This is an optimization exercise on Yosys and OpenROAD, whose aim is small area, not a production implementation. RTL that was checked went through simulation tests only; none was proved equivalent to the original. Power is estimated from default activity; no workload was simulated. The flow treats the clock pin as an ideal source, which a real chip does not have.

JK:
// msi_ordering_bridge
module msi_ordering_bridge (
  input  logic        clk
 ,input  logic        rst
 ,input  logic        msi_valid
 ,input  logic [4:0]  msi_vec
 ,input  logic [31:0] msi_data
 ,input  logic [3:0]  msi_be
 ,output logic        msi_ready
 ,output logic        gic_valid
 ,output logic [4:0]  gic_vec
 ,output logic [31:0] gic_data
 ,input  logic        gic_ready
 ,output logic        flush_valid
 ,output logic [35:0] flush_addr
 ,input  logic        flush_ready
 ,input  logic        in_aw_valid
 ,input  logic [3:0]  in_aw_id
 ,input  logic [35:0] in_aw_addr
 ,input  logic [7:0]  in_aw_len
 ,input  logic [2:0]  in_aw_prot
 ,output logic        in_aw_ready
 ,output logic        out_aw_valid
 ,output logic [3:0]  out_aw_id
 ,output logic [35:0] out_aw_addr
 ,output logic [7:0]  out_aw_len
 ,output logic [2:0]  out_aw_prot
 ,input  logic        out_aw_ready
 ,input  logic        out_b_valid
 ,input  logic [3:0]  out_b_id
 ,input  logic [1:0]  out_b_resp
 ,output logic        out_b_ready
 ,output logic        in_b_valid
 ,output logic [3:0]  in_b_id
 ,output logic [1:0]  in_b_resp
 ,input  logic        in_b_ready
 ,input  logic [35:0] csr_flush_base
);
  logic [15:0]       wp, op, fp;
  logic              wp_w, op_w, fp_w;
  logic              boot;    
  logic [15:0][4:0]  vq;
  logic [15:0][31:0] dq;
  logic [15:0][30:0] bq;
  logic        o_same, f_same;
  logic        o_full, o_empty, f_full, f_empty;
  logic        msi_accept, head_pop, flush_pop;
  logic [31:0] masked;
  logic        head_clear;
  assign o_same  = |(wp & op);
  assign f_same  = |(wp & fp);
  assign o_empty = o_same & (wp_w == op_w);
  ...
clock: 7.0 ns
lec_check: 0
cap_margin: 0
core_margin: 2
core_utilization: 75
slew_margin: 0
standard.sh (not shown) runs the stock make flow with config.mk's settings and CLKGATE_MAP_FILE= SYNTH_SCRIPT=/design/flow/synth_recipe.tcl, a recipe that flattens the netlist after the stock synthesis.
==> flow/flow/run.sh <==
#!/bin/bash
# The standard layout (the standard.sh, ORFS on sky130hd), with three
# changes passed to its make:
#  - ports are buffered with buf_1 instead of the default buffer cell
#  - clock tree: clkbuf_16 only, sinks clustered up to 31 per buffer,
#    no dummy loads
set -uo pipefail
bash standard.sh \
  BUFFER_PORTS_ARGS="-buffer_cell sky130_fd_sc_hd__buf_1" \
  CTS_ARGS="-sink_clustering_enable -repair_clock_nets -dont_use_dummy_load -buf_list sky130_fd_sc_hd__clkbuf_16 -sink_clustering_size 31 -sink_clustering_max_diameter 100" \
  finish > standard.log 2>&1
st=$?
cp -r orfs/logs/sky130hd/msi_ordering_bridge/base ./orfs_logs 2>/dev/null || true
exit $st
Having completed the whole flow, JK delivered a layout that passed the timing, DRC and antenna checks.
Here is what was changed in the inputs of MS compared with JK.
==> flow/flow/run.sh <==
#!/bin/bash
# The standard layout (the standard.sh, ORFS on sky130hd), with three
# changes passed to its make:
#  - ports are buffered with buf_1 instead of the default buffer cell
#  - clock tree: clkbuf_16 only, sinks clustered up to 24 per buffer,
#    no dummy loads
set -uo pipefail
bash standard.sh \
  BUFFER_PORTS_ARGS="-buffer_cell sky130_fd_sc_hd__buf_1" \
  CTS_ARGS="-sink_clustering_enable -repair_clock_nets -dont_use_dummy_load -buf_list sky130_fd_sc_hd__clkbuf_16 -sink_clustering_size 24 -sink_clustering_max_diameter 100" \
  finish > standard.log 2>&1
st=$?
cp -r orfs/logs/sky130hd/msi_ordering_bridge/base ./orfs_logs 2>/dev/null || true
exit $st
-- flow/config.mk --
<<< JK, line 6
export NUM_CORES = 4
export LEC_CHECK = 0
export CAP_MARGIN = 0
export CORE_MARGIN = 2
export CORE_UTILIZATION = 75
export SLEW_MARGIN = 0
>>> MS, line 6
export NUM_CORES = 4
export LEC_CHECK = 0
export CAP_MARGIN = 20
export CORE_MARGIN = 2
export CORE_UTILIZATION = 65
export SLEW_MARGIN = 20
## What came out
On MS: total wire length after detailed routing is 0.39% higher than what JK gave.
Compared with JK, in MS data required time of the worst path did not really move, total power went up.
Summary of MS over JK: clock network power share shows an increase of 2.2 points, cell-internal power grew by 3.1%.

---

msi_ordering_bridge, a different RTL version from the one above (not shown whole).
Size in the first run: ~2800 cells after synthesis, ~280 I/O pins, ~49000 sq um of cells after synthesis.
// msi_ordering_bridge
module msi_ordering_bridge (
  input  logic        clk
 ,input  logic        rst
 ,input  logic        msi_valid
 ,input  logic [4:0]  msi_vec
 ,input  logic [31:0] msi_data
 ,input  logic [3:0]  msi_be
 ,output logic        msi_ready
 ,output logic        gic_valid
 ,output logic [4:0]  gic_vec
 ,output logic [31:0] gic_data
 ,input  logic        gic_ready
 ,output logic        flush_valid
 ,output logic [35:0] flush_addr
 ,input  logic        flush_ready
 ,input  logic        in_aw_valid
 ,input  logic [3:0]  in_aw_id
 ,input  logic [35:0] in_aw_addr
 ,input  logic [7:0]  in_aw_len
 ,input  logic [2:0]  in_aw_prot
 ,output logic        in_aw_ready
 ,output logic        out_aw_valid
 ,output logic [3:0]  out_aw_id
 ,output logic [35:0] out_aw_addr
 ,output logic [7:0]  out_aw_len
 ,output logic [2:0]  out_aw_prot
 ,input  logic        out_aw_ready
 ,input  logic        out_b_valid
 ,input  logic [3:0]  out_b_id
 ,input  logic [1:0]  out_b_resp
 ,output logic        out_b_ready
 ,output logic        in_b_valid
 ,output logic [3:0]  in_b_id
 ,output logic [1:0]  in_b_resp
 ,input  logic        in_b_ready
 ,input  logic [35:0] csr_flush_base
);
clock: 7.0 ns
lec_check: 0
cap_margin: 20
core_margin: 2
core_utilization: 65
cts_buf_list: sky130_fd_sc_hd__clkbuf_4
cts_cluster_size: 20
slew_margin: 20
run.sh (not shown) runs the stock make flow with config.mk's settings and CLKGATE_MAP_FILE= SYNTH_SCRIPT=/design/flow/synth_recipe.tcl, a recipe that flattens the netlist after the stock synthesis.
Stock flow here: none of the scripts above is used.
Then changed:
--- a/flow/config.mk
+++ b/flow/config.mk
@@ -10,3 +10 @@
-export CORE_UTILIZATION = 65
-export CTS_BUF_LIST = sky130_fd_sc_hd__clkbuf_4
-export CTS_CLUSTER_SIZE = 20
+export CORE_UTILIZATION = 55
Effect:
- final cell count came out lower by 1.7%
- die area went up by 18%
- power is higher by 4.6%
- wire length rises by 3.2%
No run of this note included a check of the RTL's function; only the layout flow was run.

---

msi_ordering_bridge, a different RTL version from the one above (not shown whole).
For scale: about 2600 cells after synthesis, ~1300 flip-flops, ~280 I/O pins.
Settings: LEC_CHECK=0, CAP_MARGIN=0, CORE_MARGIN=2, CORE_UTILIZATION=75, SLEW_MARGIN=0; clock period 7.0 ns.
standard.sh (not shown) runs the stock make flow with config.mk's settings and CLKGATE_MAP_FILE= SYNTH_SCRIPT=/design/flow/synth_recipe.tcl, a recipe that flattens the netlist after the stock synthesis.
==> flow/flow/run.sh <==
#!/bin/bash
# The standard layout (the standard.sh, ORFS on sky130hd), with these
# changes passed to its make:
#  - synthesis: synth_recipe.tcl run through flow/synth_area.tcl, which only
#    swaps ABC's mapping script for flow/nf_area.script (area-oriented)
#  - ports are buffered with buf_1 instead of the default buffer cell
#  - clock tree: clkbuf_16 only, sinks clustered up to 31 per buffer,
#    no dummy loads
# make's output goes to standard.log; ORFS's per-step logs are copied to
# orfs_logs/.
set -uo pipefail
export FLOW_WORK="$PWD"
bash standard.sh \
  SYNTH_SCRIPT="$PWD/flow/synth_area.tcl" \
  BUFFER_PORTS_ARGS="-buffer_cell sky130_fd_sc_hd__buf_1" \
  CTS_ARGS="-sink_clustering_enable -repair_clock_nets -dont_use_dummy_load -buf_list sky130_fd_sc_hd__clkbuf_16 -sink_clustering_size 31 -sink_clustering_max_diameter 100" \
  finish > standard.log 2>&1
st=$?
cp -r orfs/logs/sky130hd/msi_ordering_bridge/base ./orfs_logs 2>/dev/null || true
exit $st
==> flow/flow/nf_area.script <==
&get -n
&st
&dc2
&dch
&nf -R 100 -C 32 -F 8
&put
topo
==> flow/flow/synth_area.tcl <==
# The standard flow's synthesis (synth_recipe.tcl in the work folder, which runs ORFS's
# synth.tcl), with one change: ABC maps the logic with nf_area.script, an
# area-oriented mapping (delay relaxed, no buffering or upsizing in ABC),
# in place of ORFS's speed script. Flip-flops are mapped as before.
set nf_area_script [file normalize [file join [file dirname [info script]] nf_area.script]]
proc abc {args} {
  global nf_area_script
  set i [lsearch -exact $args -script]
  if {$i >= 0} { lset args [expr {$i + 1}] $nf_area_script }
  yosys abc {*}$args
}
source $::env(FLOW_WORK)/synth_recipe.tcl
Rerun with:
==> flow/flow/nf_area.script (replaced) <==
&get -n
&st
&dch
&nf -R 100
&put
topo
Effect: Die area came out higher by 0.45%; non-clock buffer count came out higher by 16; worst setup slack gets better by 660 ps; total power came out higher by 0.32%; area after synthesis came out higher by 0.46%; first-iteration DRC count came out lower by 6.7%; hold slack gets better by 40 ps; wire length came out lower by 2.1%; via count barely changes.

---

RTL: one of the versions met above, not the one the previous note started from.
Size: roughly 2800 cells after synthesis, about 1300 flip-flops, roughly 280 I/O pins, ~49000 µm² of cells after synthesis.
Settings: LEC_CHECK=0, CAP_MARGIN=20, CORE_MARGIN=2, CORE_UTILIZATION=65, CTS_BUF_LIST=sky130_fd_sc_hd__clkbuf_16, CTS_CLUSTER_DIAMETER=100, CTS_CLUSTER_SIZE=24, SLEW_MARGIN=20; clock period 7.0 ns.
run.sh (not shown) runs the stock make flow with config.mk's settings and CLKGATE_MAP_FILE= SYNTH_SCRIPT=/design/flow/synth_recipe.tcl, a recipe that flattens the netlist after the stock synthesis.
Stock flow here: none of the scripts above is used.
The first run completed without violations.
Then changed:
==> flow/flow/run.sh (new file) <==
#!/bin/bash
# The standard layout (the standard.sh, ORFS on sky130hd), with three
# changes passed to its make:
#  - ports are buffered with buf_1 instead of the default buffer cell
#  - clock tree: clkbuf_16 only, sinks clustered up to 28 per buffer,
#    no dummy loads
set -uo pipefail
bash standard.sh \
  BUFFER_PORTS_ARGS="-buffer_cell sky130_fd_sc_hd__buf_1" \
  CTS_ARGS="-sink_clustering_enable -repair_clock_nets -dont_use_dummy_load -buf_list sky130_fd_sc_hd__clkbuf_16 -sink_clustering_size 28 -sink_clustering_max_diameter 100" \
  finish > standard.log 2>&1
st=$?
cp -r orfs/logs/sky130hd/msi_ordering_bridge/base ./orfs_logs 2>/dev/null || true
exit $st
==> flow/standard.sh (new file) <==
#!/bin/bash
# synth_recipe.tcl (not shown) runs the flow's synth.tcl, then flattens the netlist and writes it again
# the make line also repeats each setting of config.mk as NAME=value (left out here)
make -C /OpenROAD-flow-scripts/flow DESIGN_CONFIG=/design/flow/config.mk WORK_HOME=/design/flow/orfs CLKGATE_MAP_FILE= SYNTH_SCRIPT=/design/flow/synth_recipe.tcl "${@:-finish}"
Settings changed: CAP_MARGIN 20 to 10, CORE_UTILIZATION 65 to 75, CTS_BUF_LIST sky130_fd_sc_hd__clkbuf_16 to unset, CTS_CLUSTER_DIAMETER 100 to unset, CTS_CLUSTER_SIZE 24 to unset, SLEW_MARGIN 20 to 10.
removed: flow/run.sh
After rerunning: The new run passed the timing, DRC and antenna checks; setup slack gets better by 0.24 ns; non-clock buffer count fell by 9; combinational power fell by 18%; hold slack gets worse by 0.0034 ns.
Then changed:
==> flow/flow/run.sh (replaced) <==
#!/bin/bash
# The standard layout (the standard.sh, ORFS on sky130hd), with three
# changes passed to its make:
#  - ports are buffered with buf_1 instead of the default buffer cell
#  - clock tree: clkbuf_16 only, sinks clustered up to 31 per buffer,
#    no dummy loads
set -uo pipefail
bash standard.sh \
  BUFFER_PORTS_ARGS="-buffer_cell sky130_fd_sc_hd__buf_1" \
  CTS_ARGS="-sink_clustering_enable -repair_clock_nets -dont_use_dummy_load -buf_list sky130_fd_sc_hd__clkbuf_16 -sink_clustering_size 31 -sink_clustering_max_diameter 100" \
  finish > standard.log 2>&1
st=$?
cp -r orfs/logs/sky130hd/msi_ordering_bridge/base ./orfs_logs 2>/dev/null || true
exit $st
Settings changed: CAP_MARGIN 10 to 0, PLACE_DENSITY set to 0.88, SLEW_MARGIN 10 to 0.
What happened:
- The new run passed the timing, DRC and antenna checks
- register-to-register slack improved by 0.16 ns
- routed wire length is higher by about 2%
- clock-buffer cell count is lower by 5
- power is lower by 1.0%
- cell area is about the same
- core utilization is lower by 0.20 points
- first-iteration DRC count is higher by about 30%
- die area stays the same
- area after synthesis does not change
- sequential share of layout area is higher by 0.16 points
Then changed:
==> flow/flow/run.sh (replaced) <==
#!/bin/bash
# The standard layout (the standard.sh, ORFS on sky130hd), with three
# changes passed to its make:
#  - ports are buffered with buf_1 instead of the default buffer cell
#  - clock tree: clkbuf_16 only, sinks clustered up to 28 per buffer,
#    no dummy loads
set -uo pipefail
bash standard.sh \
  BUFFER_PORTS_ARGS="-buffer_cell sky130_fd_sc_hd__buf_1" \
  CTS_ARGS="-sink_clustering_enable -repair_clock_nets -dont_use_dummy_load -buf_list sky130_fd_sc_hd__clkbuf_16 -sink_clustering_size 28 -sink_clustering_max_diameter 100" \
  finish > standard.log 2>&1
st=$?
cp -r orfs/logs/sky130hd/msi_ordering_bridge/base ./orfs_logs 2>/dev/null || true
exit $st
Settings changed: CAP_MARGIN 0 to 5, GPL_TIMING_DRIVEN set to 0, PLACE_DENSITY 0.88 to unset, SLEW_MARGIN 0 to 5.
Outcome: The new run finished with timing, DRC and antenna clean; sequential power is about the same; final area rose by 3.0%; maximum frequency fell by 0.55%.

==> re-timing with driven ports <==
The flow's constraints put no driver on any port. The routed layouts listed below were extracted and timed again, unchanged, in two steps.
Step 1: set_driving_cell puts a clkbuf_16 on clk and a buf_2 on each other input, an assumption about the parent block.
Step 2 times the ports against the registers' clock, not the clock port: input delays grow and output delays shrink by t, the midpoint of the rising clock arrivals with the driver on.
Three values: ideal ports, drivers, drivers and shift; two values: the first two.
run	t, ns	setup WS [ns]	worst hold slack (ns)	worst setup path after step 2
JK	0.705	1.153 / 1.109 / 0.985	0.516 / 0.516 / 0.516	input to register
MS	0.734	1.288 / 1.265 / 0.990	0.516 / 0.516 / 0.516	input to register
the first run of note 2	1.148	0.823 / 0.758 / 0.957	0.536 / 0.536 / 0.536	input to output
the second run of note 2	0.778	0.728 / 0.663 / 0.663	0.532 / 0.532 / 0.532	input to output
the first run of note 3	0.697	0.909 / 0.873 / 0.709	0.478 / 0.478 / 0.478	input to register
the second run of note 3	0.693	1.567 / 1.500 / 2.064	0.518 / 0.518 / 0.518	input to register
the first run of note 4	0.738	0.937 / 0.917 / 0.917	0.514 / 0.514 / 0.514	input to output
the second run of note 4	0.704	1.175 / 1.135 / 0.976	0.511 / 0.511 / 0.511	input to register
the third run of note 4	0.695	1.061 / 1.040 / 0.896	0.505 / 0.505 / 0.505	input to register
the fourth run of note 4	0.709	1.029 / 0.998 / 0.814	0.500 / 0.500 / 0.500	input to register
After both steps setup and hold are still met in every run listed. For MS, which loses most, drivers alone change the setup slack by -0.023 ns; drivers and shift together by -0.298 ns.
